Context: an optimization exercise on an open-source flow, tuned for small area. The choices shown serve that exercise and are no tape-out recipe.
Only simulation tests tie the RTL to the original design; equivalence was not proved.
No activity file was given, so power comes from the tool's default toggle rates.

--- flow/standard.sh ---
#!/bin/bash
# synth_recipe.tcl (not shown) runs the flow's synth.tcl, then flattens the netlist and writes it again
# the make line also repeats each setting of config.mk as NAME=value (left out here)
make -C /OpenROAD-flow-scripts/flow DESIGN_CONFIG=/design/flow/config.mk WORK_HOME=/design/flow/orfs CLKGATE_MAP_FILE= SYNTH_SCRIPT=/design/flow/synth_recipe.tcl "${@:-finish}"
--- flow/flow/abc_logic.script ---
strash
&get -n
&st
&synch2
&if -m -K 6
&mfs
&st
&dch -f
&nf -R 1000
&put
topo
--- flow/flow/run.sh ---
#!/bin/bash
# The standard layout (standard.sh) with these changes:
# - synthesis maps the combinational logic with flow/abc_logic.script (flow/my_synth.tcl);
#   the registers are the standard synthesis's;
# - port buffers are the smallest buffer cell;
# - buffers that ABC inserted are removed before placement (repair_design rebuilds what is needed);
# - the clock tree uses clustered clkbuf_8 leaves and no dummy loads.
set -euo pipefail
work=$(pwd)
sed "s#SYNTH_SCRIPT=[^ ]*#SYNTH_SCRIPT=$work/flow/my_synth.tcl#" standard.sh > my_standard.sh
grep -q "SYNTH_SCRIPT=$work/flow/my_synth.tcl" my_standard.sh
bash my_standard.sh "BUFFER_PORTS_ARGS=-buffer_cell sky130_fd_sc_hd__buf_1" REMOVE_ABC_BUFFERS=1 \
  "CTS_ARGS=-sink_clustering_enable -repair_clock_nets -sink_clustering_size 28 -sink_clustering_max_diameter 45 -buf_list sky130_fd_sc_hd__clkbuf_16 -dont_use_dummy_load" \
  finish > run_standard.log 2>&1
--- flow/constraint.sdc ---
create_clock -name core_clock -period 4.0 [get_ports {clk}]
set_input_delay 0.8000 -clock core_clock [delete_from_list [all_inputs] [get_ports {clk}]]
set_output_delay 0.8000 -clock core_clock [all_outputs]
set_load 0.01 [all_outputs]
--- flow/config.mk ---
export PLATFORM = sky130hd
export DESIGN_NAME = axis_lbus_seg_packer
export DESIGN_NICKNAME = axis_lbus_seg_packer
export VERILOG_FILES = /design/flow/design.v
export SDC_FILE = /design/flow/constraint.sdc
export NUM_CORES = 4
export LEC_CHECK = 0
export ABC_AREA = 1
export CAP_MARGIN = 20
export CORE_AREA = 4 4 636 136
export DIE_AREA = 0 0 640 140
export SLEW_MARGIN = 20
--- flow/design.v ---
module axis_lbus_seg_packer #(
  parameter int NSEG      = 4,
  parameter int SEG_BYTES = 16
) (
  input  logic                      clk,
  input  logic                      rst_n,
  input  logic [NSEG*128-1:0]       s_axis_tdata,
  input  logic [NSEG*SEG_BYTES-1:0] s_axis_tkeep,
  input  logic                      s_axis_tlast,
  input  logic                      s_axis_tvalid,
  output logic                      s_axis_tready,
  output logic [NSEG*128-1:0]       lbus_data,
  output logic [NSEG-1:0]           lbus_ena,
  output logic [NSEG-1:0]           lbus_sop,
  output logic [NSEG-1:0]           lbus_eop,
  output logic [NSEG-1:0]           lbus_err,
  output logic [NSEG*4-1:0]         lbus_mty,
  input  logic                      lbus_rdy
);
  localparam int PW = NSEG*128 + NSEG*4 + 2;   
  logic [NSEG-1:0]   cv_ena;
  logic [NSEG*4-1:0] cv_mty;
  logic              any_en, cv_err;
  logic tready_q, skid_v_q, in_pkt_q, bad_pkt_q, out_pkt_q;
  logic [PW-1:0] cv_pay, skid_q, out_q, m_pay;
  logic          out_eop_q, out_err_q;
  assign any_en = |s_axis_tkeep;
  always_comb begin : convert
    cv_ena = '0;
    cv_mty = '0;
    for (int s = 0; s < NSEG; s++) begin
      cv_ena[s] = |s_axis_tkeep[SEG_BYTES*s +: SEG_BYTES];
      for (int b = SEG_BYTES-1; b >= 0; b--) begin
        if (s_axis_tkeep[SEG_BYTES*s + b]) cv_mty[4*s +: 4] = 4'(b);
      end
    end
    if (!any_en) begin
      cv_ena[0]   = s_axis_tlast;
      cv_mty[3:0] = {4{s_axis_tlast}};
    end
  end
  logic viol;
  always_comb begin : keep_check
    logic below, above;
    logic [NSEG-1:0] en;
    viol  = 1'b0;
    below = 1'b0;
    for (int s = 0; s < NSEG; s++) en[s] = |s_axis_tkeep[SEG_BYTES*s +: SEG_BYTES];
    for (int s = 0; s < NSEG; s++) begin
      above = 1'b0;
      for (int t = 0; t < NSEG; t++) if (t > s) above = above | en[t];
      if (en[s]) begin
        if (|(s_axis_tkeep[SEG_BYTES*s +: SEG_BYTES-1] & ~s_axis_tkeep[SEG_BYTES*s+1 +: SEG_BYTES-1])) viol = 1'b1;
        if (!s_axis_tkeep[SEG_BYTES*s] && (above || !s_axis_tlast)) viol = 1'b1;
      end else begin
        if (below && above) viol = 1'b1;
        if (above && !below && in_pkt_q) viol = 1'b1;
        if (below && !above && !s_axis_tlast) viol = 1'b1;
      end
      below = below | en[s];
    end
  end
  assign cv_err = ~any_en | bad_pkt_q | viol;
  logic [NSEG-1:0] out_ena_q, skid_ena_q, m_ena;
  logic            out_v, adv, hold, push;
  logic            out_v2_q;   
  assign out_v = |out_ena_q;
  assign adv   = ~out_v | lbus_rdy;
  assign hold  = out_v2_q & ~lbus_rdy;
  assign push  = s_axis_tvalid & tready_q & (any_en | s_axis_tlast);
  assign m_ena = ({NSEG{s_axis_tvalid & tready_q}} & cv_ena) | ({NSEG{skid_v_q}} & skid_ena_q);
  always_ff @(posedge clk or negedge rst_n) begin
    if (!rst_n) begin
      out_ena_q <= '0;
      out_v2_q  <= 1'b0;
      skid_v_q  <= 1'b0;
      tready_q  <= 1'b0;
      in_pkt_q  <= 1'b0;
      bad_pkt_q <= 1'b0;
      out_pkt_q <= 1'b0;
    end else begin
      if (adv) out_ena_q <= m_ena;
      if (adv) out_v2_q  <= |m_ena;
      skid_v_q <= ~adv & (skid_v_q | push);
      tready_q <= ~(~adv & (skid_v_q | push));
      if (push) begin
        in_pkt_q  <= ~s_axis_tlast;
        bad_pkt_q <= ~s_axis_tlast & (bad_pkt_q | viol);
      end
      if (out_v & lbus_rdy) out_pkt_q <= ~out_eop_q;
    end
  end
  assign cv_pay = {cv_err, s_axis_tlast, cv_mty, s_axis_tdata};
  assign m_pay  = ({PW{tready_q}} & cv_pay) | ({PW{skid_v_q}} & skid_q);
  always_ff @(posedge clk) begin
    skid_ena_q <= m_ena;
    skid_q     <= m_pay;
    out_q      <= (m_pay & {PW{adv}}) | (out_q & {PW{hold}});
  end
  assign out_eop_q = out_q[PW-2];
  assign out_err_q = out_q[PW-1];
  logic [NSEG-1:0] lowest, highest;
  always_comb begin
    logic seen;
    seen = 1'b0;
    for (int s = 0; s < NSEG; s++) begin
      lowest[s] = out_ena_q[s] & ~seen;
      seen      = seen | out_ena_q[s];
    end
    seen = 1'b0;
    for (int s = NSEG-1; s >= 0; s--) begin
      highest[s] = out_ena_q[s] & ~seen;
      seen       = seen | out_ena_q[s];
    end
  end
  assign s_axis_tready = tready_q;
  assign lbus_data     = out_q[NSEG*128-1:0];
  assign lbus_mty      = out_q[NSEG*128 +: NSEG*4];
  assign lbus_ena      = out_ena_q;
  assign lbus_sop      = lowest & {NSEG{~out_pkt_q}};
  assign lbus_eop      = highest & {NSEG{out_eop_q}};
  assign lbus_err      = highest & {NSEG{out_eop_q & out_err_q}};
endmodule
--- flow/flow/my_synth.tcl ---
# The standard flow's synthesis (synth_recipe.tcl in the work folder), with one change: the ABC run that maps
# the combinational logic uses flow/abc_logic.script. Registers are mapped before ABC runs, so
# they are the same as in the standard synthesis.
set my_flow_dir [file dirname [file normalize [info script]]]
set my_abc_script [file join $my_flow_dir abc_logic.script]
proc abc {args} {
  set i [lsearch -exact $args -script]
  if { $i >= 0 } { lset args [expr { $i + 1 }] $::my_abc_script }
  yosys abc {*}$args
}
source [file join [file dirname $my_flow_dir] synth_recipe.tcl]
==> results of run 1 <==
## per-layer routing
layer  routed length, um  GRT usage  vias to the layer above
met5                   9          0                        -
met4                3320     0.0835                        2
met3                4050     0.0337                      186
met2               55000      0.394                      556
met1               45800      0.287                    12567
li1                    -          -                    12031
## through the flow
step	area (um^2)	hold slack, ps	instances	total power [mW]	util
floorplan	32100	417	2393	17.6	-
global placement	38400	429	4708	19.2	0.466
detailed placement	38400	434	4708	19.3	0.466
CTS	39500	123	4753	24.5	0.480
global route	39600	146	4770	25.5	0.480
finish	39600	144	4781	24.4	0.480
## flip-flops by register name, summed over array words and instances (netlist names)
signal      cells
skid_ena_q      4
out_q         530
skid_v_q        1
in_pkt_q        1
out_v2_q        1
out_ena_q       4
bad_pkt_q       1
tready_q        1
out_pkt_q       1
skid_q        530
## logic make-up (layout without fill, tap and decap cells)
family | count (synthesis) | after routing | synth area share
compound gates | 1131 | 1131 | 0.303
buf+inv | 13 | 1248 | 0.00152
flops | 1074 | 1074 | 0.672
other cells | 0 | 28 | 0
simple gates | 175 | 175 | 0.0237
## layout make-up
class,instances,share of cell area
Tap cell,1125,0.0355
Timing Repair Buffer,1190,0.125
Antenna cell,28,0.00177
Sequential cell,1074,0.544
Inverter,13,0.00123
Multi-Input combinational cell,1306,0.264
Clock buffer,45,0.0284
## report_power, final
group | total [mW] | internal (mW) | switching [mW]
logic | 5.36 | 2.22 | 3.14
clock network | 5.32 | 2.04 | 3.28
registers | 13.7 | 12.7 | 0.960
## worst register-to-register path, cell delays in order, from the launching register on
cell	delay, ps
dfrtp_1	520
nor4_1	460
or2_4	560
buf_12	450
a22o_1	330
## how the worst min path moves through the flow
stage,from,end,cells past startpoint
floorplan,skid_q[517],skid_q[517],2
global placement,skid_q[529],skid_q[529],2
detailed placement,skid_q[521],skid_q[521],2
CTS,rst_n,tready_q,1
global route,rst_n,tready_q,1
finish,rst_n,tready_q,1
## cell usage after synthesis (all sizes together)
| cell | number |
|---|---|
| dfxtp | 1064 |
| a22o | 1048 |
| nor2 | 88 |
| nand2 | 43 |
| a21oi | 30 |
| o21ai | 18 |
| clkinv | 13 |
| nor4 | 12 |
| dfrtp | 10 |
| nor3 | 8 |
| nand3 | 6 |
| o31ai | 6 |
| a31oi | 5 |
| and2 | 5 |
| a21boi | 4 |
| a32o | 4 |
| a21o | 3 |
| and3 | 3 |
| nor2b | 2 |
| nor3b | 2 |
| o21bai | 2 |
| o311ai | 2 |
| a2111o | 1 |
| a22oi | 1 |
| a31o | 1 |
| a41oi | 1 |
| and4 | 1 |
| and4b | 1 |
| nand2b | 1 |
| o2111ai | 1 |
| o211ai | 1 |
| o21a | 1 |
| o22a | 1 |
| o31a | 1 |
| or2 | 1 |
| or3 | 1 |
| or4 | 1 |
==> impl_metrics.json, run 1 <==
{
  "timing.final.ws_setup_ps": 1170,
  "antenna_left": 0,
  "mostFrequentLayoutCell": "buf_1",
  "slew_headroom": 0.357,
  "die_y_um": 140,
  "ys_seq_area_frac": 0.672,
  "worstSetupStartpoint": "s_axis_tkeep[24]",
  "rows": 48,
  "grt.total_usage": 0.227,
  "cts_root_buffer": "clkbuf_16",
  "clk_pin_slew_ps": 100,
  "drt_iter0_drc": 1677,
  "finish.net_count": 4211,
  "hold_buffers": 0,
  "power.leakage_nw": 15.8,
  "status": "complete, no violations",
  "vdd_drop_max_mv": 0.309,
  "fin_crit_ps": 2830,
  "antenna_found_initial": 18,
  "avgSynthCellArea_um2": 13.4,
  "drive_gt1_frac": 0.0314,
  "routed-via-count": 25342,
  "start_kind": "input pin",
  "rr_worst_depth": 4,
  "wire_per_inst_um": 22.6,
  "rsz0062_at_grt": "false",
  "wl_mm": 108,
  "fmax_ghz": 0.353,
  "cts.sinks": 1074,
  "grt.overflow.total": 0,
  "crit_type": "input pin to flip-flop",
  "critPathMaxFanout": 4,
  "dpl.hpwl_mm": 77.7,
  "power_density_nw_per_um2": 615,
  "dp_slack_ps": 515,
  "die_w_um": 640,
  "start_util": 0.389,
  "ys_warn_count": 1,
  "layout_common_cells": "buf_1, dfxtp_1, a22o_1",
  "cp_data_arrival_time_ps": 3360,
  "cts.path.max_buffers": 3,
  "crit_chain": "buf_1 > nor4_1 > nand3_1 > nor3_1 > buf_4 > nor2_1 > nor4_1 > nor2_1 > or4_1 > o21ai_0 > nand2_1 > a22o_1",
  "multiInputGateArea_um2": 10500,
  "seq_area_um2": 21600,
  "tritoncts.num_buffers": 45,
  "critPathCaptureType": "flip-flop",
  "gp_congestion": 0.906,
  "r2r-end": "out_q[505]",
  "yosysTopAreaCellShare": 0.664,
  "synth_top_area_cell": "dfxtp_1",
  "synth_area_um2": 32100,
  "grt_max_degree": 143,
  "hold_path.class": "input pin to async pin",
  "cts_resized": 0,
  "tritoncts": "yes",
  "post_cts_buffers": 0,
  "first_pass_iters": 5,
  "clk_latency_ps": 630,
  "timing.critical_path.buf_inv": 2,
  "syn_inst": 2393,
  "synth_cell_types": 37,
  "cp_top_family": "simple AND/OR/NAND/NOR gates",
  "r2r_start": "out_ena_q[3]",
  "crit_cells": 12,
  "slowest_stage": "or4_1",
  "min_period_over_period": 0.708,
  "drv_cap": 0,
  "cp.required_ps": 4520,
  "dieArea_um2": 89600,
  "setup-tns-final_ps": 0,
  "drv_slew": 0,
  "grt_pass1_vias": 24402,
  "crit_end": "out_q[529]",
  "hold_viol": 0,
  "max_stage_delay_ps": 540,
  "io_buffers": 1125,
  "grt_pass1_wl_mm": 158,
  "fp.coreArea_um2": 82500,
  "ys_seq_elements": 1074,
  "ios": 1126,
  "finalSetupViolations": 0,
  "worstMarginPinSlew_ps": 964,
  "htree_levels": 2,
  "fill_cells": 7723,
  "r2r_slack_ps": 1650,
  "drc": 0,
  "skew_ps": 46.7,
  "area_growth_pct": 23.6,
  "synth_area_leaders": "dfxtp_1, a22o_1, nor2_1, dfrtp_1, nand2_1",
  "avgViaCountPerCell": 5.30
}
==> inputs of run 2 (changes only) <==
--- a/flow/flow/run.sh
+++ b/flow/flow/run.sh
@@ -11,4 +11,4 @@
 grep -q "SYNTH_SCRIPT=$work/flow/my_synth.tcl" my_standard.sh
 bash my_standard.sh "BUFFER_PORTS_ARGS=-buffer_cell sky130_fd_sc_hd__buf_1" REMOVE_ABC_BUFFERS=1 \
-  "CTS_ARGS=-sink_clustering_enable -repair_clock_nets -sink_clustering_size 28 -sink_clustering_max_diameter 45 -buf_list sky130_fd_sc_hd__clkbuf_16 -dont_use_dummy_load" \
+  "CTS_ARGS=-sink_clustering_enable -repair_clock_nets -sink_clustering_size 18 -sink_clustering_max_diameter 45 -buf_list sky130_fd_sc_hd__clkbuf_8 -dont_use_dummy_load" \
   finish > run_standard.log 2>&1
==> impl_metrics.json, run 2 <==
{
  "status": "complete, no violations",
  "clk_latency_ps": 710,
  "drive_gt1_frac": 0.0378,
  "crit_end": "out_q[529]",
  "ys_seq_elements": 1074,
  "cts_resized": 0,
  "synth_area_leaders": "dfxtp_1, a22o_1, nor2_1, dfrtp_1, nand2_1",
  "seq_area_um2": 21600,
  "gp_congestion": 0.906,
  "worstSetupStartpoint": "s_axis_tkeep[24]",
  "cts.sinks": 1074,
  "mostFrequentLayoutCell": "buf_1",
  "hold_viol": 0,
  "grt.total_usage": 0.229,
  "antenna_left": 0,
  "skew_ps": 44.7,
  "finish.net_count": 4235,
  "cp_data_arrival_time_ps": 3360,
  "timing.final.ws_setup_ps": 1220,
  "antenna_found_initial": 19,
  "worstMarginPinSlew_ps": 941,
  "slew_headroom": 0.373,
  "drc": 0,
  "avgViaCountPerCell": 5.30,
  "fin_area_um2": 39400,
  "die_w_um": 640,
  "cp.required_ps": 4580,
  "final_util": 0.478,
  "synth_cell_types": 37,
  "min_period_over_period": 0.695,
  "clk_pin_slew_ps": 110,
  "grt_pass1_vias": 24553,
  "rsz0062_at_grt": "false",
  "start_util": 0.389,
  "layout_common_cells": "buf_1, dfxtp_1, a22o_1",
  "wire_per_inst_um": 22.7,
  "fmax_ghz": 0.360,
  "placed_cells": 4708,
  "vdd_drop_max_mv": 0.229,
  "wl_mm": 109,
  "synthFlopType": "dfxtp_1",
  "power_density_nw_per_um2": 607,
  "start_kind": "input pin",
  "worst_hold_slack_ps": 92.3,
  "r2r-end": "out_q[354]",
  "cts.path.max_buffers": 3,
  "setup-tns-final_ps": 0,
  "power.leakage_nw": 15.8,
  "multiInputGateArea_um2": 10500,
  "synth_edf_count": 0,
  "critPathCaptureType": "flip-flop",
  "drv_slew": 0,
  "avgSynthCellArea_um2": 13.4,
  "first_pass_iters": 5,
  "top_regs": "out_q x530, skid_q x530",
  "drv_cap": 0,
  "r2r_slack_ps": 1660,
  "ys_async_sr_fraction": 0.00931,
  "dieArea_um2": 89600,
  "io_buffers": 1125,
  "dpl.hpwl_mm": 77.7,
  "die_y_um": 140,
  "fill_cells": 7744,
  "ios": 1126,
  "fin_crit_ps": 2780,
  "max_stage_delay_ps": 540,
  "area_growth_pct": 23.0,
  "crit_type": "input pin to flip-flop",
  "grt_max_degree": 143,
  "critPathMaxFanout": 4,
  "routed-via-count": 25480,
  "yosysTopAreaCellShare": 0.664,
  "hold_buffers": 0,
  "rows": 48,
  "post_cts_buffers": 0,
  "synth_top_area_cell": "dfxtp_1",
  "ys_seq_area_frac": 0.672,
  "finalSetupViolations": 0,
  "tritoncts.num_buffers": 69,
  "grt.overflow.total": 0,
  "drt_iter0_drc": 1768,
  "crit_chain": "buf_1 > nor4_1 > nand3_1 > nor3_1 > buf_4 > nor2_1 > nor4_1 > nor2_1 > or4_1 > o21ai_0 > nand2_1 > a22o_1",
  "placed_area_um2": 38400,
  "grt_pass1_wl_mm": 159,
  "ys_warn_count": 1,
  "r2r_start": "out_ena_q[3]",
  "cts_root_buffer": "clkbuf_8",
  "fp.coreArea_um2": 82500,
  "dp_slack_ps": 515,
  "slowest_stage": "or4_1",
  "hold_path.class": "input pin to async pin",
  "syn_inst": 2393,
  "synth.most_common_cell": "dfxtp_1",
  "synth_common_cells": "dfxtp_1, a22o_1, nor2_1",
  "htree_levels": 3,
  "synth_area_um2": 32100,
  "rr_worst_depth": 4,
  "finalNonFillerCells": 4805,
  "tritoncts": "yes",
  "power_mw": 23.9
}
## run 2: cell counts after synthesis
No cell type changed its count.
## run 2: worst min-delay path by stage
| stage | to | slack [ps] | cells after the start |
|---|---|---|---|
| after global routing | tready_q | 60 | 1 |
| after global placement | skid_q[529] | 430 | 2 |
| after detailed placement | skid_q[521] | 430 | 2 |
| after CTS | bad_pkt_q | 40 | 1 |
| final | tready_q | 90 | 1 |
| after floorplan | skid_q[517] | 420 | 2 |
## run 2: area by class of cell
| cell class | instances | share of cell area |
|---|---|---|
| multi-input combinational | 1306 | 0.265 |
| timing repair buffer | 1190 | 0.125 |
| tap | 1125 | 0.0357 |
| antenna | 28 | 0.00178 |
| sequential | 1074 | 0.547 |
| clock buffer | 69 | 0.0241 |
| inverter | 13 | 0.00124 |
## run 2: cell families after synthesis
| logic type | share of synthesized area |
|---|---|
| AO/OA/AOI/OAI | 0.303 |
| flip-flops | 0.672 |
| AND/OR/NAND/NOR | 0.0237 |
| buffers and inverters | 0.00152 |
## run 2: report_power, final
group	total, mW	switching (mW)	internal [mW]	leakage [nW]
clock	4.90	3.32	1.57	0.496
sequential	13.7	0.957	12.7	9.06
combinational	5.36	3.15	2.22	6.21
## run 2: per-layer routing
layer,track usage,up-vias,part of all wire
met5,0,-,0.000083
met4,0.0904,2,0.031
met3,0.0370,190,0.038
met2,0.392,572,0.51
met1,0.292,12637,0.42
li1,-,12079,-
## run 2: critical path: cells and delay by family
kind,cells,cell delay [ps]
simple gates,8,1900
compound gates,2,370
buf+inv,2,290
==> inputs of run 3 (changes only) <==
--- a/flow/flow/run.sh
+++ b/flow/flow/run.sh
@@ -11,4 +11,4 @@
 grep -q "SYNTH_SCRIPT=$work/flow/my_synth.tcl" my_standard.sh
 bash my_standard.sh "BUFFER_PORTS_ARGS=-buffer_cell sky130_fd_sc_hd__buf_1" REMOVE_ABC_BUFFERS=1 \
-  "CTS_ARGS=-sink_clustering_enable -repair_clock_nets -sink_clustering_size 18 -sink_clustering_max_diameter 45 -buf_list sky130_fd_sc_hd__clkbuf_8 -dont_use_dummy_load" \
+  "CTS_ARGS=-sink_clustering_enable -repair_clock_nets -sink_clustering_size 16 -sink_clustering_max_diameter 45 -buf_list sky130_fd_sc_hd__clkbuf_8 -dont_use_dummy_load" \
   finish > run_standard.log 2>&1
--- a/flow/config.mk
+++ b/flow/config.mk
@@ -7,6 +7,6 @@
 export LEC_CHECK = 0
 export ABC_AREA = 1
-export CAP_MARGIN = 20
+export CAP_MARGIN = 0
 export CORE_AREA = 4 4 636 136
 export DIE_AREA = 0 0 640 140
-export SLEW_MARGIN = 20
+export SLEW_MARGIN = 0
==> impl_metrics.json, run 3 <==
{
  "start_kind": "input pin",
  "io_buffers": 1125,
  "power_density_nw_per_um2": 612,
  "drv_slew": 0,
  "synth_top_area_cell": "dfxtp_1",
  "vdd_drop_max_mv": 0.265,
  "wire_per_inst_um": 22.7,
  "finalSetupViolations": 0,
  "setup-tns-final_ps": 0,
  "die_y_um": 140,
  "drive_gt1_frac": 0.0399,
  "fill_cells": 7741,
  "drt_iter0_drc": 1846,
  "synthFlopType": "dfxtp_1",
  "cts.path.max_buffers": 3,
  "post_cts_buffers": 0,
  "clk_pin_slew_ps": 110,
  "drc": 0,
  "synth_common_cells": "dfxtp_1, a22o_1, nor2_1",
  "synth_area_um2": 32100,
  "synth_edf_count": 0,
  "dieArea_um2": 89600,
  "grt_pass1_wl_mm": 160,
  "cts_root_buffer": "clkbuf_8",
  "crit_chain": "buf_1 > nor4_1 > nand3_1 > nor3_1 > buf_4 > nor2_1 > nor4_1 > nor2_1 > or4_1 > o21ai_0 > nand2_1 > a22o_1",
  "hold_buffers": 0,
  "grt.total_usage": 0.230,
  "ys_seq_area_frac": 0.672,
  "skew_ps": 49.6,
  "status": "complete, no violations",
  "min_period_over_period": 0.697,
  "ys_warn_count": 1,
  "worstMarginPinSlew_ps": 887,
  "ys_async_sr_fraction": 0.00931,
  "mostFrequentLayoutCell": "buf_1",
  "cts_resized": 0,
  "max_stage_delay_ps": 540,
  "finish.net_count": 4243,
  "clk_latency_ps": 720,
  "yosysTopAreaCellShare": 0.664,
  "ios": 1126,
  "grt_max_degree": 143,
  "htree_levels": 3,
  "timing.final.ws_setup_ps": 1210,
  "grt_pass1_vias": 24619,
  "gp_congestion": 0.906,
  "hold_viol": 0,
  "drv_cap": 0,
  "top_regs": "out_q x530, skid_q x530",
  "cp_data_arrival_time_ps": 3370,
  "antenna_found_initial": 18,
  "r2r_slack_ps": 1630,
  "routed-via-count": 25521,
  "fin_crit_ps": 2790,
  "cp.required_ps": 4580,
  "rsz0062_at_grt": "false",
  "first_pass_iters": 6,
  "tritoncts": "yes",
  "tritoncts.num_buffers": 77,
  "cts.sinks": 1074,
  "synth_area_leaders": "dfxtp_1, a22o_1, nor2_1, dfrtp_1, nand2_1",
  "wl_mm": 109,
  "grt.overflow.total": 0,
  "area_growth_pct": 23.4,
  "avgViaCountPerCell": 5.30,
  "ys_seq_elements": 1074,
  "start_util": 0.389,
  "slowest_stage": "or4_1",
  "fmax_ghz": 0.359,
  "fp.coreArea_um2": 82500,
  "dp_slack_ps": 515,
  "die_w_um": 640,
  "dpl.hpwl_mm": 77.7,
  "layout_common_cells": "buf_1, dfxtp_1, a22o_1",
  "critPathCaptureType": "flip-flop",
  "crit_type": "input pin to flip-flop",
  "syn_inst": 2393,
  "antenna_left": 0,
  "synth.most_common_cell": "dfxtp_1",
  "synth_cell_types": 37,
  "hold_path.class": "input pin to async pin",
  "slew_headroom": 0.409,
  "rows": 48,
  "power.leakage_nw": 15.8,
  "avgSynthCellArea_um2": 13.4,
  "critPathMaxFanout": 4
}
==> run 3: cell count changes in the layout (fill, tap and decap cells not counted), sizes merged <==
cell    before  now
clkbuf      69   77
diode       28   26
==> run 3: logic make-up after synthesis <==
kind of cell | share of synthesized area
buf+inv | 0.00152
simple gates | 0.0237
flops | 0.672
compound gates | 0.303
==> run 3: area by class of cell <==
| type | instances | area, um^2 | area share |
|---|---|---|---|
| antenna | 26 | 65.1 | 0.00165 |
| clock buffer | 77 | 1060 | 0.0268 |
| inverter | 13 | 48.8 | 0.00123 |
| multi-input combinational | 1306 | 10500 | 0.265 |
| sequential | 1074 | 21600 | 0.545 |
| tap | 1125 | 1410 | 0.0356 |
| timing repair buffer | 1190 | 4940 | 0.125 |
==> run 3: metal layers <==
layer	global-route usage	up-vias	share of wire
met4	0.0911	0	0.034
met2	0.393	598	0.50
met5	0	-	0
met1	0.292	12616	0.42
li1	-	12091	-
met3	0.0383	216	0.041
==> run 3: worst paths after layout <==
kind,end,cells past startpoint,startpoint
worst max register to register,out_q[106],4,out_ena_q[3]
max in group asynchronous,skid_v_q,1,rst_n
min in group core_clock,skid_q[41],2,s_axis_tdata[41]
worst min register to register,skid_q[521],2,skid_q[521]
worst min-delay path,bad_pkt_q,1,rst_n
worst max-delay path,out_q[529],12,s_axis_tkeep[24]
==> run 3: critical path: cells and delay by family <==
family	cells	cell delay (ps)
AOI/OAI and AO/OA	2	370
and+or+nand+nor	8	1910
buffers and inverters	2	290
==> run 3: where the power goes <==
| group | leakage, nW | switching (mW) | internal, mW |
|---|---|---|---|
| Combinational | 6.21 | 3.15 | 2.22 |
| Sequential | 9.06 | 0.958 | 12.7 |
| Clock | 0.554 | 3.39 | 1.74 |
| Total | 15.8 | 7.49 | 16.7 |
==> run 3: through the flow <==
step / hold WS, ps / instances / cell area, um^2 / utilization / power, mW
final: 78.3 / 4811 / 39500 / 0.480 / 24.2
after global routing: 64.4 / 4802 / 39500 / 0.479 / 25.4
after CTS: 25.9 / 4785 / 39500 / 0.479 / 24.3
after detailed placement: 434 / 4708 / 38400 / 0.466 / 19.3
after global placement: 429 / 4708 / 38400 / 0.466 / 19.2
after floorplan: 417 / 2393 / 32100 / - / 17.6
==> inputs of run 4 (changes only) <==
--- a/flow/config.mk
+++ b/flow/config.mk
@@ -10,3 +10,4 @@
 export CORE_AREA = 4 4 636 136
 export DIE_AREA = 0 0 640 140
+export GPL_TIMING_DRIVEN = 0
 export SLEW_MARGIN = 0
==> impl_metrics.json, run 4 <==
{
  "setup-tns-final_ps": 0,
  "status": "complete, no violations",
  "tritoncts": "yes",
  "switching_share": 0.309,
  "wl_mm": 108,
  "synth_cell_types": 37,
  "power.leakage_nw": 15.9,
  "fin_crit_ps": 3620,
  "area_growth_pct": 23.9,
  "clk_pin_slew_ps": 110,
  "cts.path.max_buffers": 3,
  "top_regs": "out_q x530, skid_q x530",
  "antenna_found_initial": 12,
  "min_period_over_period": 0.905,
  "wire_per_inst_um": 22.6,
  "power_density_nw_per_um2": 610,
  "cts_resized": 0,
  "finalNonFillerCells": 4775,
  "drc": 0,
  "grt_max_degree": 82,
  "tritoncts.num_buffers": 77,
  "p_int_mw": 16.8,
  "ys_async_sr_fraction": 0.00931,
  "clk_latency_ps": 670,
  "synth_common_cells": "dfxtp_1, a22o_1, nor2_1",
  "timing.critical_path.buf_inv": 4,
  "crit_cells": 4,
  "dp_slack_ps": 143,
  "grt.overflow.total": 0,
  "die_y_um": 140,
  "slew_headroom": 0.483,
  "avgViaCountPerCell": 5.31,
  "ys_seq_area_frac": 0.672,
  "mostFrequentLayoutCell": "buf_1",
  "skew_ps": 54.4,
  "drv_cap": 0,
  "dpl.hpwl_mm": 77.1,
  "post_cts_buffers": 0,
  "ios": 1126,
  "first_pass_iters": 5,
  "p_clk_frac": 0.212,
  "rsz0062_at_grt": "false",
  "rr_worst_depth": 7,
  "gp_congestion": 0.881,
  "crit_chain": "buf_16 > buf_16 > buf_16 > buf_1",
  "worstMarginPinSlew_ps": 776,
  "cp_data_arrival_time_ps": 2820,
  "grt_pass1_wl_mm": 157,
  "fmax_ghz": 0.276,
  "critPathMaxFanout": 81,
  "dieArea_um2": 89600,
  "power_mw": 24.2,
  "cts.sinks": 1074,
  "hold_path.class": "input pin to async pin",
  "max_stage_delay_ps": 770,
  "worst_hold_slack_ps": 92.3,
  "hold_viol": 0,
  "ys_warn_count": 1,
  "pwr-share-comb": 0.224,
  "cts_root_buffer": "clkbuf_8",
  "start_util": 0.389,
  "fp.coreArea_um2": 82500,
  "antenna_left": 0,
  "seq_area_um2": 21600,
  "crit_top_cell": "buf_16",
  "yosysTopAreaCellShare": 0.664,
  "drv_slew": 0,
  "slowest_stage": "dfrtp_4",
  "routed-via-count": 25378,
  "io_buffers": 1125,
  "r2r_start": "out_ena_q[3]",
  "placed_cells": 4680,
  "avgSynthCellArea_um2": 13.4,
  "timing.final.ws_setup_ps": 380,
  "grt_pass1_vias": 23991,
  "cp_top_family": "buffers and inverters",
  "ys_seq_elements": 1074,
  "htree_levels": 3,
  "seq_power_share": 0.564,
  "vdd_drop_max_mv": 0.246,
  "synthFlopType": "dfxtp_1",
  "switching_power_mw": 7.48,
  "synth.most_common_cell": "dfxtp_1",
  "multiInputGateArea_um2": 10500,
  "synth_area_leaders": "dfxtp_1, a22o_1, nor2_1, dfrtp_1, nand2_1",
  "drt_iter0_drc": 1985,
  "rows": 48,
  "grt.total_usage": 0.227,
  "fill_cells": 7699,
  "worstSetupStartpoint": "tready_q",
  "start_kind": "flip-flop",
  "drive_gt1_frac": 0.0325,
  "cp.required_ps": 3200,
  "finish.net_count": 4215,
  "layout_common_cells": "buf_1, dfxtp_1, a22o_1",
  "crit_type": "flip-flop to output pin",
  "syn_inst": 2393,
  "synth_edf_count": 0,
  "die_w_um": 640,
  "synth_top_area_cell": "dfxtp_1",
  "finalSetupViolations": 0,
  "critPathCaptureType": "output pin",
  "synth_area_um2": 32100,
  "hold_buffers": 0
}
run 4: path summary, 6_finish.rpt:
path	to	slack [ps]
setup / recovery	s_axis_tready	380
hold / removal	bad_pkt_q	90
setup reg to reg	out_q[457]	480
hold reg to reg	skid_q[521]	460
max in group asynchronous	skid_v_q	3450
min in group core_clock	skid_q[308]	340
run 4: worst reg2reg max path, delay by kind of cell, from the launching register on:
kind,cells,cell delay (ps)
compound gates,1,250
buf+inv,4,1460
flops,1,530
simple gates,2,1220
run 4: stage by stage:
step            util  instance area (um^2)
6_report       0.482                 39700
5_1_grt        0.482                 39700
4_1_cts        0.481                 39700
3_5_place_dp   0.468                 38600
3_3_place_gp   0.457                 37700
2_1_floorplan      -                 32100
run 4: layout make-up:
| type | instances | area share |
|---|---|---|
| repair buffers | 1162 | 0.129 |
| inverters | 13 | 0.00123 |
| flip-flops and latches | 1074 | 0.543 |
| diodes | 18 | 0.00113 |
| well taps | 1125 | 0.0354 |
| multi-input cells | 1306 | 0.264 |
| clock buffers | 77 | 0.0267 |
run 4: power by group through the flow:
stage / clock network, mW / logic [mW] / registers, mW
after CTS: 5.27 / 5.48 / 13.6
final: 5.13 / 5.43 / 13.7
after global placement: 0 / 5.35 / 13.9
after detailed placement: 0 / 5.45 / 13.9
after floorplan: 0 / 3.01 / 14.5
after global routing: 5.73 / 5.83 / 13.9
run 4: cell families after synthesis:
family / after synthesis / synth area share
AO/OA/AOI/OAI: 1131 / 0.303
flip-flops: 1074 / 0.672
AND/OR/NAND/NOR: 175 / 0.0237
buffers and inverters: 13 / 0.00152
run 4: routing by layer:
metal,track usage,wire length [um]
met5,0,0
met4,0.0820,3390
met3,0.0343,4030
met2,0.390,54500
met1,0.290,46000
==> inputs of run 5 (changes only) <==
--- a/flow/config.mk
+++ b/flow/config.mk
@@ -7,7 +7,6 @@
 export LEC_CHECK = 0
 export ABC_AREA = 1
-export CAP_MARGIN = 0
+export CAP_MARGIN = 20
 export CORE_AREA = 4 4 636 136
 export DIE_AREA = 0 0 640 140
-export GPL_TIMING_DRIVEN = 0
-export SLEW_MARGIN = 0
+export SLEW_MARGIN = 20
==> impl_metrics.json, run 5 <==
{
  "tritoncts": "yes",
  "crit_type": "input pin to flip-flop",
  "setup-tns-final_ps": 0,
  "slowest_stage": "or4_1",
  "dieArea_um2": 89600,
  "grt.total_usage": 0.230,
  "avgViaCountPerCell": 5.30,
  "fill_cells": 7741,
  "dpl.hpwl_mm": 77.7,
  "min_period_over_period": 0.697,
  "die_w_um": 640,
  "fmax_ghz": 0.359,
  "synth_top_family_by_area": "compound AO/OA/AOI/OAI gates",
  "cts_resized": 0,
  "clk_pin_slew_ps": 110,
  "synth_cell_types": 37,
  "top_regs": "out_q x530, skid_q x530",
  "drv_cap": 0,
  "placed_area_um2": 38400,
  "drv_slew": 0,
  "start_kind": "input pin",
  "antenna_left": 0,
  "cts_root_buffer": "clkbuf_8",
  "hold_buffers": 0,
  "r2r_slack_ps": 1630,
  "critPathCaptureType": "flip-flop",
  "critPathMaxFanout": 4,
  "ios": 1126,
  "yosysTopAreaCellShare": 0.664,
  "synthFlopType": "dfxtp_1",
  "grt_pass1_wl_mm": 160,
  "grt_max_degree": 143,
  "die_y_um": 140,
  "finish.net_count": 4243,
  "rsz0062_at_grt": "false",
  "mostFrequentLayoutCell": "buf_1",
  "synth.most_common_cell": "dfxtp_1",
  "timing.final.ws_setup_ps": 1210,
  "synth_top_area_cell": "dfxtp_1",
  "avgSynthCellArea_um2": 13.4,
  "drc": 0,
  "finalNonFillerCells": 4811,
  "power.leakage_nw": 15.8,
  "synth_area_um2": 32100,
  "htree_levels": 3,
  "layout_common_cells": "buf_1, dfxtp_1, a22o_1",
  "rows": 48,
  "area_growth_pct": 23.4,
  "placed_cells": 4708,
  "synth_compound_area_frac": 0.303,
  "fp.coreArea_um2": 82500,
  "ys_async_sr_fraction": 0.00931,
  "fin_crit_ps": 2790,
  "drive_gt1_frac": 0.0399,
  "grt.overflow.total": 0,
  "synth_common_cells": "dfxtp_1, a22o_1, nor2_1",
  "first_pass_iters": 6,
  "ys_warn_count": 1,
  "crit_chain": "buf_1 > nor4_1 > nand3_1 > nor3_1 > buf_4 > nor2_1 > nor4_1 > nor2_1 > or4_1 > o21ai_0 > nand2_1 > a22o_1",
  "hold_viol": 0,
  "cp_data_arrival_time_ps": 3370,
  "cts.path.max_buffers": 3,
  "vdd_drop_max_mv": 0.265,
  "gp_congestion": 0.906,
  "dp_slack_ps": 515,
  "fin_area_um2": 39500,
  "slew_headroom": 0.409,
  "clk_latency_ps": 720,
  "synth_edf_count": 0,
  "wl_mm": 109,
  "ys_seq_area_frac": 0.672,
  "synthSimpleGateAreaFrac": 0.0237,
  "skew_ps": 49.6,
  "max_stage_delay_ps": 540,
  "finalSetupViolations": 0,
  "start_util": 0.389,
  "synthMuxAreaShare": 0,
  "routed-via-count": 25521,
  "worstMarginPinSlew_ps": 887,
  "grt_pass1_vias": 24619,
  "syn_inst": 2393,
  "synth_fa_ha_area_frac": 0,
  "status": "complete, no violations",
  "cts.sinks": 1074,
  "synth_area_leaders": "dfxtp_1, a22o_1, nor2_1, dfrtp_1, nand2_1",
  "post_cts_buffers": 0,
  "hold_path.class": "input pin to async pin",
  "ys_seq_elements": 1074,
  "power_density_nw_per_um2": 612,
  "cp.required_ps": 4580,
  "io_buffers": 1125,
  "antenna_found_initial": 18,
  "drt_iter0_drc": 1846,
  "wire_per_inst_um": 22.7,
  "synth_xor_area_frac": 0,
  "tritoncts.num_buffers": 77
}
[run 5: cell counts after synthesis]
No cell type changed its count.
[run 5: metrics by stage]
stage	hold WS [ps]	power (mW)	util
detailed placement	434	19.3	0.466
CTS	25.9	24.3	0.479
global route	64.4	25.4	0.479
floorplan	417	17.6	-
global placement	429	19.2	0.466
finish	78.3	24.2	0.480
[run 5: cell type report]
type	count	area (um^2)	area share
Sequential cell	1074	21600	0.545
Timing Repair Buffer	1190	4940	0.125
Tap cell	1125	1410	0.0356
Multi-Input combinational cell	1306	10500	0.265
Antenna cell	26	65.1	0.00165
Clock buffer	77	1060	0.0268
Inverter	13	48.8	0.00123
[run 5: path summary, 6_finish.rpt]
check | startpoint | to | cells after the start
setup / recovery | s_axis_tkeep[24] | out_q[529] | 12
hold / removal | rst_n | bad_pkt_q | 1
setup reg to reg | out_ena_q[3] | out_q[106] | 4
hold reg to reg | skid_q[521] | skid_q[521] | 2
max in group asynchronous | rst_n | skid_v_q | 1
min in group core_clock | s_axis_tdata[41] | skid_q[41] | 2
[run 5: logic make-up (layout without fill, tap and decap cells)]
| group | after synthesis | count (layout) |
|---|---|---|
| other | 0 | 26 |
| and+or+nand+nor | 175 | 175 |
| buffers and inverters | 13 | 1280 |
| DFF | 1074 | 1074 |
| AOI/OAI and AO/OA | 1131 | 1131 |
[run 5: routing by layer]
layer,track usage,share of wire,routed length (um)
met3,0.0383,0.041,4480
met2,0.393,0.50,54800
met4,0.0911,0.034,3720
met1,0.292,0.42,46200
met5,0,0,0
[run 5: report_power, final]
| part | internal, mW | total, mW | switching, mW |
|---|---|---|---|
| Combinational | 2.22 | 5.37 | 3.15 |
| Sequential | 12.7 | 13.7 | 0.958 |
| Clock | 1.74 | 5.13 | 3.39 |
[run 5: worst max-delay path: cells and delay by family]
kind                   cells  cell delay (ps)
buffers and inverters      2              290
AOI/OAI and AO/OA          2              370
and+or+nand+nor            8             1910
==> inputs of run 6 (changes only) <==
--- a/flow/config.mk
+++ b/flow/config.mk
@@ -8,5 +8,5 @@
 export ABC_AREA = 1
 export CAP_MARGIN = 20
-export CORE_AREA = 4 4 636 136
-export DIE_AREA = 0 0 640 140
+export CORE_AREA = 4 4 596 176
+export DIE_AREA = 0 0 600 180
 export SLEW_MARGIN = 20
==> impl_metrics.json, run 6 <==
{
  "status": "complete, no violations",
  "cts.sinks": 1074,
  "r2r_slack_ps": 1500,
  "clk_pin_slew_ps": 100,
  "fmax_ghz": 0.341,
  "skew_ps": 60.9,
  "power_mw": 24.8,
  "start_kind": "input pin",
  "dpl.hpwl_mm": 112,
  "placed_area_um2": 38700,
  "first_pass_iters": 7,
  "cts.path.max_buffers": 3,
  "rr_worst_depth": 9,
  "gp_congestion": 1.02,
  "dieArea_um2": 108000,
  "worstMarginPinSlew_ps": 1000,
  "crit_type": "input pin to flip-flop",
  "synth_area_um2": 32100,
  "cp.required_ps": 4550,
  "cts_resized": 0,
  "cts_root_buffer": "clkbuf_8",
  "tritoncts.num_buffers": 79,
  "synth_common_cells": "dfxtp_1, a22o_1, nor2_1",
  "tritoncts": "yes",
  "area_growth_pct": 24.3,
  "crit_chain": "buf_1 > nor2_1 > a21oi_1 > nor3_1 > o211ai_1 > nor4_1 > nor2_1 > or4_1 > o21ai_0 > nand2_1 > a22o_1",
  "power_density_nw_per_um2": 622,
  "r2r_start": "bad_pkt_q",
  "slowest_stage": "or4_1",
  "setup-tns-final_ps": 0,
  "layout_common_cells": "buf_1, dfxtp_1, a22o_1",
  "top_regs": "out_q x530, skid_q x530",
  "critPathMaxFanout": 4,
  "ys_seq_area_frac": 0.672,
  "max_stage_delay_ps": 550,
  "vdd_drop_max_mv": 0.259,
  "synth_cell_types": 37,
  "finalNonFillerCells": 5027,
  "ios": 1126,
  "antenna_found_initial": 26,
  "post_cts_buffers": 0,
  "finish.net_count": 4250,
  "ys_async_sr_fraction": 0.00931,
  "power.leakage_nw": 15.9,
  "drv_slew": 0,
  "synthFlopType": "dfxtp_1",
  "rows": 62,
  "avgViaCountPerCell": 5.37,
  "wire_per_inst_um": 29.0,
  "placed_cells": 4932,
  "hold_path.class": "input pin to async pin",
  "synth_area_leaders": "dfxtp_1, a22o_1, nor2_1, dfrtp_1, nand2_1",
  "drive_gt1_frac": 0.0417,
  "fp.coreArea_um2": 99800,
  "fin_area_um2": 39800,
  "wl_mm": 146,
  "synth.most_common_cell": "dfxtp_1",
  "routed-via-count": 26997,
  "drt_iter0_drc": 2734,
  "drc": 0,
  "rsz0062_at_grt": "false",
  "synth_top_area_cell": "dfxtp_1",
  "cp_data_arrival_time_ps": 3490,
  "clk_latency_ps": 680,
  "die_w_um": 600,
  "synth_edf_count": 0,
  "critPathCaptureType": "flip-flop",
  "antenna_left": 0,
  "grt_pass1_vias": 25622,
  "slew_headroom": 0.324,
  "io_buffers": 1125,
  "grt.overflow.total": 0,
  "r2r-end": "out_q[529]",
  "final_util": 0.399,
  "worst_hold_slack_ps": 184,
  "drv_cap": 0,
  "die_y_um": 180,
  "mostFrequentLayoutCell": "buf_1",
  "ys_seq_elements": 1074,
  "yosysTopAreaCellShare": 0.664,
  "syn_inst": 2393,
  "hold_viol": 0,
  "avgSynthCellArea_um2": 13.4,
  "grt_max_degree": 142,
  "hold_buffers": 0,
  "finalSetupViolations": 0,
  "crit_top_cell": "nor2_1",
  "min_period_over_period": 0.733,
  "grt.total_usage": 0.254,
  "grt_pass1_wl_mm": 201,
  "ys_warn_count": 1,
  "start_util": 0.321,
  "timing.final.ws_setup_ps": 1070,
  "htree_levels": 3,
  "fin_crit_ps": 2930,
  "dp_slack_ps": 441
}
==> run 6: changes by cell type in the layout (fill, tap and decap cells not counted) <==
| cell | previous run | this run |
|---|---|---|
| clkbuf_8 | 77 | 79 |
| buf_12 | 18 | 16 |
| diode_2 | 26 | 16 |
| buf_4 | 47 | 54 |
==> run 6: how the worst max path moves through the flow <==
stage	to	startpoint	slack, ps	cells past startpoint
CTS	out_q[529]	s_axis_tkeep[24]	1200	12
global route	out_q[529]	s_axis_tkeep[8]	1060	11
finish	out_q[529]	s_axis_tkeep[8]	1070	11
floorplan	out_q[0]	lbus_rdy	-15880	2
global placement	out_q[529]	s_axis_tkeep[24]	410	12
detailed placement	out_q[529]	s_axis_tkeep[24]	440	12
==> run 6: critical path: cells and delay by family <==
| kind | cells | cell delay [ps] |
|---|---|---|
| simple gates | 6 | 1810 |
| compound gates | 4 | 770 |
| buf+inv | 1 | 100 |
==> run 6: logic make-up after synthesis <==
group,count (synthesis),share of synthesized area
buffers and inverters,13,0.00152
AOI/OAI and AO/OA,1131,0.303
and+or+nand+nor,175,0.0237
DFF,1074,0.672
==> run 6: metal layers <==
layer	track usage	wire (um)
met3	0.0419	8340
met1	0.365	66900
met2	0.403	67500
met5	0	27
met4	0.0528	2960
==> run 6: final cells by class <==
cell class                      instances  area [um^2]
Antenna cell                           16         40.0
Sequential cell                      1074        21600
Fill cell                            9873        59900
Timing Repair Buffer                 1195         4950
Multi-Input combinational cell       1306        10500
Tap cell                             1344         1680
Clock buffer                           79         1090
Inverter                               13         48.8
==> run 6: power by group <==
part | internal [mW] | switching, mW
logic | 2.22 | 3.50
registers | 12.7 | 1.07
clock network | 1.78 | 3.48
total | 16.7 | 8.05
==> inputs of run 7 (changes only) <==
--- a/flow/flow/run.sh
+++ b/flow/flow/run.sh
@@ -11,4 +11,4 @@
 grep -q "SYNTH_SCRIPT=$work/flow/my_synth.tcl" my_standard.sh
 bash my_standard.sh "BUFFER_PORTS_ARGS=-buffer_cell sky130_fd_sc_hd__buf_1" REMOVE_ABC_BUFFERS=1 \
-  "CTS_ARGS=-sink_clustering_enable -repair_clock_nets -sink_clustering_size 16 -sink_clustering_max_diameter 45 -buf_list sky130_fd_sc_hd__clkbuf_8 -dont_use_dummy_load" \
+  "CTS_ARGS=-sink_clustering_enable -repair_clock_nets -sink_clustering_size 18 -sink_clustering_max_diameter 40 -buf_list sky130_fd_sc_hd__clkbuf_8 -dont_use_dummy_load" \
   finish > run_standard.log 2>&1
--- a/flow/config.mk
+++ b/flow/config.mk
@@ -8,5 +8,6 @@
 export ABC_AREA = 1
 export CAP_MARGIN = 20
-export CORE_AREA = 4 4 596 176
-export DIE_AREA = 0 0 600 180
+export CORE_AREA = 4 4 636 136
+export DIE_AREA = 0 0 640 140
+export PLACE_DENSITY = 0.75
 export SLEW_MARGIN = 20
==> impl_metrics.json, run 7 <==
{
  "cts.path.max_buffers": 3,
  "status": "complete, no violations",
  "fin_area_um2": 39300,
  "synth_top_area_cell": "dfxtp_1",
  "mostFrequentLayoutCell": "buf_1",
  "power_density_nw_per_um2": 623,
  "timing.final.ws_setup_ps": 999,
  "synth_area_leaders": "dfxtp_1, a22o_1, nor2_1, dfrtp_1, nand2_1",
  "p_clk_frac": 0.201,
  "cp_data_arrival_time_ps": 3590,
  "area_growth_pct": 22.6,
  "die_w_um": 640,
  "drv_cap": 0,
  "grt.overflow.total": 0,
  "fin_crit_ps": 3000,
  "routed-via-count": 27157,
  "grt_pass1_wl_mm": 185,
  "clk_pin_slew_ps": 110,
  "die_y_um": 140,
  "fill_cells": 7702,
  "grt_pass1_vias": 24767,
  "critPathCaptureType": "flip-flop",
  "seq_power_share": 0.564,
  "worstMarginPinSlew_ps": 952,
  "dp_slack_ps": 359,
  "cts_root_buffer": "clkbuf_8",
  "synth_common_cells": "dfxtp_1, a22o_1, nor2_1",
  "synth.most_common_cell": "dfxtp_1",
  "cp.required_ps": 4590,
  "avgViaCountPerCell": 5.69,
  "io_buffers": 1125,
  "hold_viol": 0,
  "worst_hold_slack_ps": 92.3,
  "dr_wl_met2_mm": 57.8,
  "avgSynthCellArea_um2": 13.4,
  "hold_path.class": "input pin to async pin",
  "ios": 1126,
  "rr_worst_depth": 5,
  "rows": 48,
  "ys_async_sr_fraction": 0.00931,
  "drt-met1-wl_mm": 60.8,
  "placed_area_um2": 38300,
  "fp.coreArea_um2": 82500,
  "ys_warn_count": 1,
  "layout_common_cells": "buf_1, dfxtp_1, a22o_1",
  "power_mw": 24.5,
  "htree_levels": 3,
  "worstSetupStartpoint": "s_axis_tkeep[27]",
  "yosysTopAreaCellShare": 0.664,
  "skew_ps": 67.8,
  "finalSetupViolations": 0,
  "tritoncts.num_buffers": 69,
  "placed_cells": 4698,
  "rsz0062_at_grt": "false",
  "grt_max_degree": 139,
  "first_pass_iters": 6,
  "route.met3.wl_mm": 11.1,
  "ys_seq_area_frac": 0.672,
  "power.leakage_nw": 15.7,
  "cts.sinks": 1074,
  "start_kind": "input pin",
  "pwr-share-comb": 0.235,
  "r2r-end": "out_q[368]",
  "dieArea_um2": 89600,
  "gp_congestion": 0.999,
  "grt.total_usage": 0.281,
  "tritoncts": "yes",
  "antenna_left": 0,
  "start_util": 0.389,
  "synth_cell_types": 37,
  "r2r_start": "out_ena_q[2]",
  "drive_gt1_frac": 0.0351,
  "top_regs": "out_q x530, skid_q x530",
  "drt_iter0_drc": 3407,
  "vdd_drop_max_mv": 0.241,
  "crit_type": "input pin to flip-flop",
  "hold_buffers": 0,
  "r2r_slack_ps": 1550,
  "drc": 0,
  "antenna_found_initial": 6,
  "ys_seq_elements": 1074,
  "syn_inst": 2393,
  "switching_share": 0.326,
  "finalNonFillerCells": 4773,
  "synth_area_um2": 32100,
  "wire_per_inst_um": 27.9,
  "slew_headroom": 0.365,
  "critPathMaxFanout": 4,
  "switching_power_mw": 7.97,
  "fmax_ghz": 0.333,
  "setup-tns-final_ps": 0,
  "drv_slew": 0,
  "synthFlopType": "dfxtp_1",
  "maxUsedRoutingLayer": "met4",
  "cts_resized": 0,
  "min_period_over_period": 0.750,
  "wl_mm": 133,
  "dpl.hpwl_mm": 102,
  "finish.net_count": 4225,
  "final_util": 0.477,
  "clk_latency_ps": 710,
  "post_cts_buffers": 0,
  "p_int_mw": 16.5,
  "synth_edf_count": 0
}
## run 7: power by group through the flow
stage               logic, mW  clock network, mW  registers (mW)
floorplan                3.01                  0            14.5
global placement         5.60                  0            13.9
detailed placement       5.65                  0            14.0
CTS                      5.69               4.98            13.7
global route             6.06               5.42            14.0
finish                   5.76               4.91            13.8
## run 7: routing by layer
| layer | up-vias | track usage |
|---|---|---|
| met5 | - | 0 |
| met1 | 13756 | 0.418 |
| li1 | 12017 | - |
| met2 | 1168 | 0.413 |
| met4 | 0 | 0.0688 |
| met3 | 216 | 0.0612 |
## run 7: final cells by class
cell class                      count  area (um^2)  area share
Clock buffer                       69          950      0.0242
Inverter                           13         48.8     0.00124
Multi-Input combinational cell   1306        10500       0.266
Timing Repair Buffer             1180         4850       0.123
Tap cell                         1125         1410      0.0358
Sequential cell                  1074        21600       0.549
Antenna cell                        6         15.0    0.000382
## run 7: critical path: stages
cell	delay [ps]
buf_1	130
nor4_1	630
nand3_1	210
nor3_1	280
buf_4	170
nor2_1	40
nor4_1	300
nor2_1	60
or4_1	530
o21ai_0	160
nand2_1	80
a22o_1	190
## run 7: kinds of logic after synthesis
logic type | Yosys count | synth area share
AO/OA/AOI/OAI | 1131 | 0.303
AND/OR/NAND/NOR | 175 | 0.0237
buffers and inverters | 13 | 0.00152
flip-flops | 1074 | 0.672
## run 7: how the worst max path moves through the flow
stage          cells after the start         end
2_1_floorplan                      2    out_q[0]
3_3_place_gp                      12  out_q[529]
3_5_place_dp                      12  out_q[529]
4_1_cts                           12  out_q[529]
5_1_grt                           12  out_q[529]
6_report                          12  out_q[529]
==> inputs of run 8 (changes only) <==
--- a/flow/config.mk
+++ b/flow/config.mk
@@ -10,4 +10,4 @@
 export CORE_AREA = 4 4 636 136
 export DIE_AREA = 0 0 640 140
-export PLACE_DENSITY = 0.75
+export PLACE_DENSITY = 0.45
 export SLEW_MARGIN = 20
==> impl_metrics.json, run 8 <==
{
  "min_period_over_period": 0.730,
  "die_w_um": 640,
  "ys_warn_count": 1,
  "fill_cells": 7809,
  "drv_slew": 0,
  "drv_cap": 0,
  "cts_resized": 0,
  "htree_levels": 3,
  "avgViaCountPerCell": 5.41,
  "worstSetupStartpoint": "tready_q",
  "hold_buffers": 0,
  "first_pass_iters": 5,
  "fin_crit_ps": 2920,
  "antenna_found_initial": 19,
  "mostFrequentLayoutCell": "buf_1",
  "dpl.hpwl_mm": 75.7,
  "ys_seq_elements": 1074,
  "crit_chain": "buf_1",
  "cts.sinks": 1074,
  "post_cts_buffers": 0,
  "cp_top_family": "flip-flops",
  "area_growth_pct": 23.4,
  "drc": 0,
  "grt_pass1_wl_mm": 162,
  "drive_gt1_frac": 0.0412,
  "syn_inst": 2393,
  "critPathCaptureType": "output pin",
  "synth.most_common_cell": "dfxtp_1",
  "crit_type": "flip-flop to output pin",
  "finalSetupViolations": 0,
  "synth_top_area_cell": "dfxtp_1",
  "start_util": 0.389,
  "fmax_ghz": 0.342,
  "r2r_start": "out_ena_q[3]",
  "tritoncts": "yes",
  "cts.path.max_buffers": 3,
  "fp.coreArea_um2": 82500,
  "gp_congestion": 0.905,
  "dieArea_um2": 89600,
  "power_density_nw_per_um2": 604,
  "die_y_um": 140,
  "slowest_stage": "dfrtp_4",
  "cp_data_arrival_time_ps": 2120,
  "timing.critical_path.buf_inv": 1,
  "clk_pin_slew_ps": 120,
  "rows": 48,
  "start_kind": "flip-flop",
  "top_regs": "out_q x530, skid_q x530",
  "clk_latency_ps": 680,
  "synth_area_um2": 32100,
  "cp.required_ps": 3200,
  "avgSynthCellArea_um2": 13.4,
  "antenna_left": 0,
  "routed-via-count": 26004,
  "synth_area_leaders": "dfxtp_1, a22o_1, nor2_1, dfrtp_1, nand2_1",
  "tritoncts.num_buffers": 69,
  "synth_edf_count": 0,
  "setup-tns-final_ps": 0,
  "critPathMaxFanout": 50,
  "slew_headroom": 0.328,
  "wire_per_inst_um": 22.4,
  "status": "complete, no violations",
  "rsz0062_at_grt": "false",
  "synth_common_cells": "dfxtp_1, a22o_1, nor2_1",
  "skew_ps": 43.3,
  "synthFlopType": "dfxtp_1",
  "wl_mm": 108,
  "cts_root_buffer": "clkbuf_8",
  "grt_max_degree": 137,
  "layout_common_cells": "buf_1, dfxtp_1, a22o_1",
  "io_buffers": 1125,
  "grt.overflow.total": 0,
  "multiInputGateArea_um2": 10500,
  "seq_area_um2": 21600,
  "final_util": 0.480,
  "grt.total_usage": 0.228,
  "grt_pass1_vias": 26060,
  "finish.net_count": 4248,
  "yosysTopAreaCellShare": 0.664,
  "hold_path.class": "input pin to async pin",
  "hold_viol": 0,
  "synth_cell_types": 37,
  "max_stage_delay_ps": 1010,
  "worstMarginPinSlew_ps": 1010,
  "r2r_slack_ps": 1470,
  "power.leakage_nw": 15.9,
  "ys_seq_area_frac": 0.672,
  "drt_iter0_drc": 1548,
  "ios": 1126,
  "ys_async_sr_fraction": 0.00931,
  "vdd_drop_max_mv": 0.203
}
-- run 8: cell counts after synthesis --
Identical to the previous run, type by type.
-- run 8: metrics by stage --
step | std cells | power [mW] | setup slack [ps] | hold slack, ps | cell area [um^2]
floorplan | 2393 | 17.6 | -15880 | 417 | 32100
global placement | 4721 | 19.1 | 461 | 433 | 38600
detailed placement | 4721 | 19.2 | 418 | 436 | 38600
CTS | 4790 | 24.2 | 1010 | 0.996 | 39500
global route | 4807 | 25.2 | 929 | 43.0 | 39500
finish | 4810 | 23.9 | 1080 | 73.0 | 39600
-- run 8: logic make-up after synthesis --
| kind of cell | share of synthesized area |
|---|---|
| compound gates | 0.303 |
| buf+inv | 0.00152 |
| flops | 0.672 |
| simple gates | 0.0237 |
-- run 8: per-layer routing --
layer,up-vias,GRT usage,part of all wire,wire length (um)
met2,559,0.424,0.53,57500
met5,-,0,0.00026,28
met3,191,0.0351,0.033,3530
met4,4,0.0763,0.030,3250
met1,13167,0.267,0.40,43500
li1,12083,-,-,-
-- run 8: final timing paths --
kind,end,cells after the start
max in group asynchronous,tready_q,1
hold reg to reg,skid_q[517],2
min in group core_clock,skid_q[434],2
hold / removal,out_ena_q[0],1
setup / recovery,s_axis_tready,1
setup reg to reg,out_q[111],5
-- run 8: power breakdown --
part           switching (mW)  leakage [nW]  internal, mW
Combinational            3.03          6.30          2.25
Clock                    3.35         0.496          1.57
Sequential              0.970          9.06          12.7
-- run 8: final cells by class --
class	instances	area share
diodes	20	0.00127
clock buffers	69	0.0240
inverters	13	0.00123
multi-input cells	1306	0.265
flip-flops and latches	1074	0.545
well taps	1125	0.0356
repair buffers	1203	0.128
==> inputs of run 9 (changes only) <==
--- a/flow/config.mk
+++ b/flow/config.mk
@@ -10,4 +10,3 @@
 export CORE_AREA = 4 4 636 136
 export DIE_AREA = 0 0 640 140
-export PLACE_DENSITY = 0.45
 export SLEW_MARGIN = 20
==> impl_metrics.json, run 9 <==
{
  "status": "complete, no violations",
  "layout_common_cells": "buf_1, dfxtp_1, a22o_1",
  "power_density_nw_per_um2": 607,
  "cp_top_family": "simple AND/OR/NAND/NOR gates",
  "gp_congestion": 0.906,
  "ys_seq_area_frac": 0.672,
  "grt.total_usage": 0.229,
  "rsz0062_at_grt": "false",
  "fin_area_um2": 39400,
  "start_kind": "input pin",
  "yosysTopAreaCellShare": 0.664,
  "synth_edf_count": 0,
  "rows": 48,
  "fin_crit_ps": 2780,
  "drive_gt1_frac": 0.0378,
  "hold_buffers": 0,
  "final_util": 0.478,
  "rr_worst_depth": 4,
  "tritoncts": "yes",
  "drc": 0,
  "syn_inst": 2393,
  "synth_top_area_cell": "dfxtp_1",
  "dieArea_um2": 89600,
  "ys_warn_count": 1,
  "synthSimpleGateAreaFrac": 0.0237,
  "fill_cells": 7734,
  "worst_hold_slack_ps": 80.4,
  "die_w_um": 640,
  "dr_wl_met2_mm": 54.7,
  "seq_area_um2": 21600,
  "vdd_drop_max_mv": 0.265,
  "timing.critical_path.buf_inv": 2,
  "finalNonFillerCells": 4805,
  "hold_viol": 0,
  "skew_ps": 40.6,
  "synth_cell_types": 37,
  "maxUsedRoutingLayer": "met4",
  "grt_pass1_wl_mm": 159,
  "min_period_over_period": 0.694,
  "crit_cells": 12,
  "wire_per_inst_um": 22.7,
  "r2r_slack_ps": 1630,
  "cts_root_buffer": "clkbuf_8",
  "drt_iter0_drc": 1843,
  "cts.path.max_buffers": 3,
  "cts_resized": 0,
  "antenna_found_initial": 18,
  "r2r-end": "out_q[505]",
  "synth_top_family_by_area": "compound AO/OA/AOI/OAI gates",
  "drv_cap": 0,
  "synthMuxAreaShare": 0,
  "slowest_stage": "or4_1",
  "mostFrequentLayoutCell": "buf_1",
  "htree_levels": 3,
  "finalSetupViolations": 0,
  "timing.final.ws_setup_ps": 1220,
  "fp.coreArea_um2": 82500,
  "placed_area_um2": 38400,
  "clk_latency_ps": 710,
  "setup-tns-final_ps": 0,
  "critPathMaxFanout": 4,
  "cp_data_arrival_time_ps": 3360,
  "clk_pin_slew_ps": 110,
  "dp_slack_ps": 515,
  "critPathCaptureType": "flip-flop",
  "ios": 1126,
  "hold_path.class": "input pin to async pin",
  "multiInputGateArea_um2": 10500,
  "tritoncts.num_buffers": 69,
  "grt_pass1_vias": 24577,
  "worstMarginPinSlew_ps": 938,
  "fmax_ghz": 0.360,
  "die_y_um": 140,
  "wl_mm": 109,
  "area_growth_pct": 23.0,
  "synth_area_um2": 32100,
  "drt-met1-wl_mm": 46.0,
  "cts.sinks": 1074,
  "synth_xor_area_frac": 0,
  "routed-via-count": 25552,
  "route.met3.wl_mm": 4.66,
  "ys_seq_elements": 1074,
  "max_stage_delay_ps": 540,
  "first_pass_iters": 7,
  "drv_slew": 0,
  "dpl.hpwl_mm": 77.7,
  "power.leakage_nw": 15.8,
  "cp.required_ps": 4590,
  "placed_cells": 4708,
  "synthFlopType": "dfxtp_1",
  "top_regs": "out_q x530, skid_q x530",
  "r2r_start": "out_ena_q[3]",
  "grt.overflow.total": 0,
  "synth_compound_area_frac": 0.303,
  "synth.most_common_cell": "dfxtp_1",
  "crit_type": "input pin to flip-flop",
  "start_util": 0.389,
  "io_buffers": 1125,
  "post_cts_buffers": 0,
  "slew_headroom": 0.375,
  "grt_max_degree": 143,
  "synth_area_leaders": "dfxtp_1, a22o_1, nor2_1, dfrtp_1, nand2_1",
  "avgSynthCellArea_um2": 13.4,
  "ys_async_sr_fraction": 0.00931,
  "crit_chain": "buf_1 > nor4_1 > nand3_1 > nor3_1 > buf_4 > nor2_1 > nor4_1 > nor2_1 > or4_1 > o21ai_0 > nand2_1 > a22o_1",
  "finish.net_count": 4235,
  "avgViaCountPerCell": 5.32,
  "antenna_left": 0,
  "synth_common_cells": "dfxtp_1, a22o_1, nor2_1",
  "power_mw": 24.0,
  "synth_fa_ha_area_frac": 0
}
run 9: layer usage:
layer	up-vias	GRT usage
met3	216	0.0385
met1	12639	0.292
met2	628	0.391
met4	0	0.0908
met5	-	0
li1	12069	-
run 9: logic make-up after synthesis:
| group | Yosys count |
|---|---|
| AO/OA/AOI/OAI | 1131 |
| flip-flops | 1074 |
| AND/OR/NAND/NOR | 175 |
| buffers and inverters | 13 |
run 9: power breakdown:
part           internal (mW)  switching, mW  total [mW]
combinational           2.22           3.15        5.37
clock                   1.57           3.33        4.90
sequential              12.7          0.958        13.7
total                   16.5           7.44        24.0
run 9: layout make-up:
cell class              count  share of cell area
flip-flops and latches   1074               0.547
inverters                  13             0.00124
multi-input cells        1306               0.265
diodes                     28             0.00178
repair buffers           1190               0.125
well taps                1125              0.0357
clock buffers              69              0.0241
run 9: worst max path at each step:
stage                      from     endpoint
6_report       s_axis_tkeep[24]   out_q[529]
5_1_grt        s_axis_tkeep[24]   out_q[529]
4_1_cts            out_ena_q[3]  lbus_err[0]
3_5_place_dp   s_axis_tkeep[24]   out_q[529]
3_3_place_gp   s_axis_tkeep[24]   out_q[529]
2_1_floorplan          lbus_rdy     out_q[0]
run 9: worst register-to-register path: stages, from the launching register on:
cell and delay (ps):
dfrtp_1 510, nor4_1 450, or2_4 560, buf_12 440, a22o_1 350

[what the ideal ports hide]
How much do the figures lean on ideal ports? The routed layouts below were timed once more, with nothing changed but the port constraints.
Step 1, drivers: a clkbuf_16 drives clk and a buf_2 each remaining input, both assumed.
Step 2 adds t to the input delays and takes it off the output delays; t is the mean of the earliest and latest rising clock arrival at the registers after step 1. Input paths then give back, and output paths get back, about the clock's delay inside the block.
Slacks: no drivers / after step 1 / after step 2; pairs: no drivers / after step 1.
run | t, ns | slack for setup (ns) | worst hold slack (ns)
run 1 | 0.644 | 1.166 / 1.184 / 0.540 | 0.144 / 0.166 / 0.457
run 2 | 0.719 | 1.221 / 1.235 / 0.516 | 0.092 / 0.122 / 0.457
run 3 | 0.719 | 1.213 / 1.224 / 0.505 | 0.078 / 0.111 / 0.454
run 4 | 0.701 | 0.380 / 0.340 / 0.177 | 0.092 / 0.108 / 0.457
run 5 | 0.719 | 1.213 / 1.224 / 0.505 | 0.078 / 0.111 / 0.454
run 6 | 0.705 | 1.067 / 1.083 / 0.378 | 0.184 / 0.214 / 0.466
run 7 | 0.707 | 0.999 / 0.966 / 0.259 | 0.092 / 0.137 / 0.463
run 8 | 0.740 | 1.078 / 1.001 / 0.396 | 0.073 / 0.050 / 0.461
run 9 | 0.722 | 1.225 / 1.237 / 0.514 | 0.080 / 0.113 / 0.459
After both steps setup and hold are still met in every run listed. The setup slack of run 7, which loses most, moves by -0.033 ns with the drivers and by -0.740 ns with both steps.
